This is an optimization exercise on Yosys and OpenROAD, whose aim is small area, not a production implementation.
Power figures rest on the tool's default switching activity, not on a simulated workload.

==> flow/design.v <==
module cmd_desc_writer #(
  parameter int unsigned WIDTH = 32
) (
  input  logic                  clk,
  input  logic                  resetn,
  input  logic                  start,
  input  logic                  abort,
  input  logic [31:0]           header_in,
  input  logic [31:0]           base_addr,
  input  logic [WIDTH*13-1:0]   reg_snapshot,
  input  logic                  wr_ready,
  output logic                  wr_valid,
  output logic [31:0]           wr_addr,
  output logic [WIDTH-1:0]      wr_data,
  output logic                  wr_last,
  output logic                  busy,
  output logic                  done,
  output logic                  aborted,
  output logic [5:0]            beat_cnt
);
  localparam int unsigned NREGS  = 13;
  localparam int unsigned SNAP_W = WIDTH * NREGS;
  function automatic int midx(input int k);
    case (k)
      0: midx = 1;   1: midx = 2;   2: midx = 3;   3: midx = 5;
      4: midx = 7;   5: midx = 9;   6: midx = 10;  7: midx = 11;
      8: midx = 13;  9: midx = 18;  10: midx = 19; 11: midx = 20;
      default: midx = 29;
    endcase
  endfunction
  logic              valid_q, done_q, aborted_q;
  logic [5:0]        cnt_q;
  logic              hdr_q;                   
  logic [30:0]       mask_q;                  
  logic              h0_q;                    
  logic [29:0]       base_q;
  logic [SNAP_W-1:0] snap_q;
  logic              busy_w, acc, hs, ab, last;
  logic [30:0]       below;                   
  logic [30:0]       mask_nx;                 
  logic [WIDTH-1:0]  pay;
  logic [29:0]       addr;                    
  logic [6:0]        lc;                      
  logic [23:0]       lp;                      
  logic [6:0]        gc;                      
  logic [5:0]        cnt_inc;                 
  logic [6:0]        ic;
  assign busy_w = valid_q | done_q;
  assign acc    = start & ~busy_w;
  assign hs     = valid_q & wr_ready;
  assign ab     = abort & busy_w;
  always_comb begin
    below[0] = 1'b0;
    for (int i = 1; i < 31; i++) below[i] = below[i-1] | mask_q[i-1];
  end
  assign mask_nx = mask_q & below;
  assign last    = hdr_q ? (mask_q == 31'd0) : (mask_nx == 31'd0);
  always_comb begin
    pay = '0;
    for (int k = 0; k < NREGS; k++)
      pay = pay | ({WIDTH{mask_q[midx(k)] & ~below[midx(k)] & ~hdr_q}} & snap_q[WIDTH*k +: WIDTH]);
  end
  always_comb begin
    lc[0] = 1'b0;
    for (int i = 0; i < 6; i++) begin
      addr[i]  = base_q[i] ^ cnt_q[i] ^ lc[i];
      lc[i+1]  = (base_q[i] & cnt_q[i]) | (lc[i] & (base_q[i] ^ cnt_q[i]));
    end
    gc[0] = lc[6];
    for (int g = 0; g < 6; g++) begin
      lp[4*g] = 1'b1;
      for (int j = 1; j < 4; j++) lp[4*g+j] = lp[4*g+j-1] & base_q[6+4*g+j-1];
      for (int j = 0; j < 4; j++) addr[6+4*g+j] = base_q[6+4*g+j] ^ (gc[g] & lp[4*g+j]);
      gc[g+1] = gc[g] & lp[4*g+3] & base_q[6+4*g+3];
    end
    ic[0] = 1'b1;
    for (int i = 0; i < 6; i++) begin
      cnt_inc[i] = cnt_q[i] ^ ic[i];
      ic[i+1]    = cnt_q[i] & ic[i];
    end
  end
  always_ff @(posedge clk or negedge resetn) begin
    if (!resetn) begin
      valid_q   <= 1'b0;
      done_q    <= 1'b0;
      aborted_q <= 1'b0;
      cnt_q     <= '0;
    end else begin
      valid_q   <= acc | (valid_q & ~ab & ~(hs & last));
      done_q    <= hs & last & ~abort;
      aborted_q <= ab;
      if (acc)     cnt_q <= '0;
      else if (hs) cnt_q <= cnt_inc;
    end
  end
  always_ff @(posedge clk) begin
    if (acc) begin
      hdr_q  <= 1'b1;
      mask_q <= header_in[31:1];
      h0_q   <= header_in[0];
      base_q <= base_addr[31:2];
      snap_q <= reg_snapshot;
    end else if (hs) begin
      hdr_q  <= 1'b0;
      if (!hdr_q) mask_q <= mask_nx;
    end
  end
  assign wr_valid = valid_q;
  assign wr_addr  = {addr, 2'b00};
  assign wr_data  = ({WIDTH{hdr_q}} & WIDTH'({mask_q, h0_q})) | pay;
  assign wr_last  = last;
  assign busy     = busy_w;
  assign done     = done_q;
  assign aborted  = aborted_q;
  assign beat_cnt = cnt_q;
endmodule
Settings: LEC_CHECK=0, CAP_MARGIN=20, CORE_MARGIN=2, CORE_UTILIZATION=60, SLEW_MARGIN=20; clock period 6.0 ns.
standard.sh (not shown) runs the stock make flow with config.mk's settings and CLKGATE_MAP_FILE= SYNTH_SCRIPT=/design/flow/synth_recipe.tcl, a recipe that flattens the netlist after the stock synthesis.
==> flow/flow/run.sh <==
#!/bin/bash
# Standard layout, with the port buffers made from the smallest buffer cell
# and a clock tree built from large sink clusters without dummy loads.
export BUFFER_PORTS_ARGS="-buffer_cell sky130_fd_sc_hd__buf_1"
export CTS_ARGS="-sink_clustering_enable -repair_clock_nets -dont_use_dummy_load -sink_clustering_size 20 -sink_clustering_max_diameter 60 -buf_list {sky130_fd_sc_hd__clkbuf_8}"
bash standard.sh > standard.log 2>&1
The first run ran to the end with no violations.
Change:
==> flow/flow/run.sh (replaced) <==
#!/bin/bash
# Standard layout with three changes:
#  - after the standard synthesis, the combinational logic between the
#    registers is re-mapped by ABC with an area script (the registers, their
#    cells and names are kept as the standard synthesis made them)
#  - the port buffers use the smallest buffer cell
#  - the clock tree uses clkbuf_8 with larger sink clusters and no dummy loads
set -euo pipefail
export BUFFER_PORTS_ARGS="-buffer_cell sky130_fd_sc_hd__buf_1"
export CTS_ARGS="-sink_clustering_enable -repair_clock_nets -dont_use_dummy_load -sink_clustering_size 20 -sink_clustering_max_diameter 60 -buf_list {sky130_fd_sc_hd__clkbuf_8}"

bash standard.sh synth > synth.log 2>&1

RES=orfs/results/$FLOW_PLATFORM/cmd_desc_writer/base
LIB=$FLOW_HOME/platforms/$FLOW_PLATFORM/lib/sky130_fd_sc_hd__tt_025C_1v80.lib
cp $RES/1_2_yosys.v $RES/1_2_yosys_std.v
# the platform's don't-use cells stay unused
DONT=$(grep -oE 'sky130_fd_sc_hd__(lpflow_|probe)\w*' $FLOW_HOME/platforms/$FLOW_PLATFORM/config.mk | sort -u | sed 's/^/-dont_use /' | tr '\n' ' ')
KEEP=$(grep -oE '^\s*sky130_fd_sc_hd__(df|edf|sdf|dl|conb)\w*' $RES/1_2_yosys_std.v | sort -u | tr -d ' ' | tr '\n' ' ')
cat > reabc.ys <<EOY
read_liberty -ignore_miss_func $LIB
read_verilog $RES/1_2_yosys_std.v
hierarchy -top $FLOW_TOP
setattr -mod -set keep_hierarchy 1 $KEEP
flatten
opt_clean
abc -liberty $LIB $DONT -script flow/area.abc
opt_clean -purge
select $FLOW_TOP
write_verilog -noattr -nohex -nodec -selected $RES/1_2_yosys.v
EOY
yosys -s reabc.ys > reabc.log 2>&1
rm -f $RES/1_synth.odb $RES/1_synth.sdc

bash standard.sh > standard.log 2>&1
==> flow/flow/area.abc (new file) <==
strash
dc2
&get -n
&st
&syn2
&dch -f
&nf -R 1000
&st
&syn2
&dch -f
&nf -R 1000
&st
&dch -f
&nf -R 1000
&put
mfs2
&get -n
&st
&dch -f
&nf -R 1000
&put
Settings changed: CORE_UTILIZATION 60 to 40.
With this change the flow reached the layout checks and failed them: slew limit, setup timing. Cell count went up by 11%. Power goes up by 2.4%. Die area is higher by about 45%. Area after synthesis goes down by about 2.5%. Cell area is higher by 4.3%. Worst setup slack got worse by 0.40 ns. Wire length climbs by 16%.
No functional check of the RTL was part of any run of this note.

[separate check: timing with driven ports]
The flow's constraints put no driver on any port. The routed layouts listed below were extracted and timed again, unchanged, in two steps. Step 1: set_driving_cell puts a clkbuf_16 on clk and a buf_2 on each other input, an assumption about the parent block. Step 2 times the ports against the registers' clock, not the clock port: input delays grow and output delays shrink by t, the midpoint of the rising clock arrivals with the driver on. Three values: ideal, step 1, step 2; two values: the first two.
run | t (ns) | setup slack, ns | hold slack, ns | slew at the worst register clock pin (ns)
the first run | 0.595 | 0.100 / 0.052 / 0.646 | 0.564 / 0.564 / 0.564 | 0.11 / 0.11
the second run | 0.633 | -0.296 / -0.296 / -0.296 | 0.534 / 0.527 / 0.534 | 0.12 / 0.12
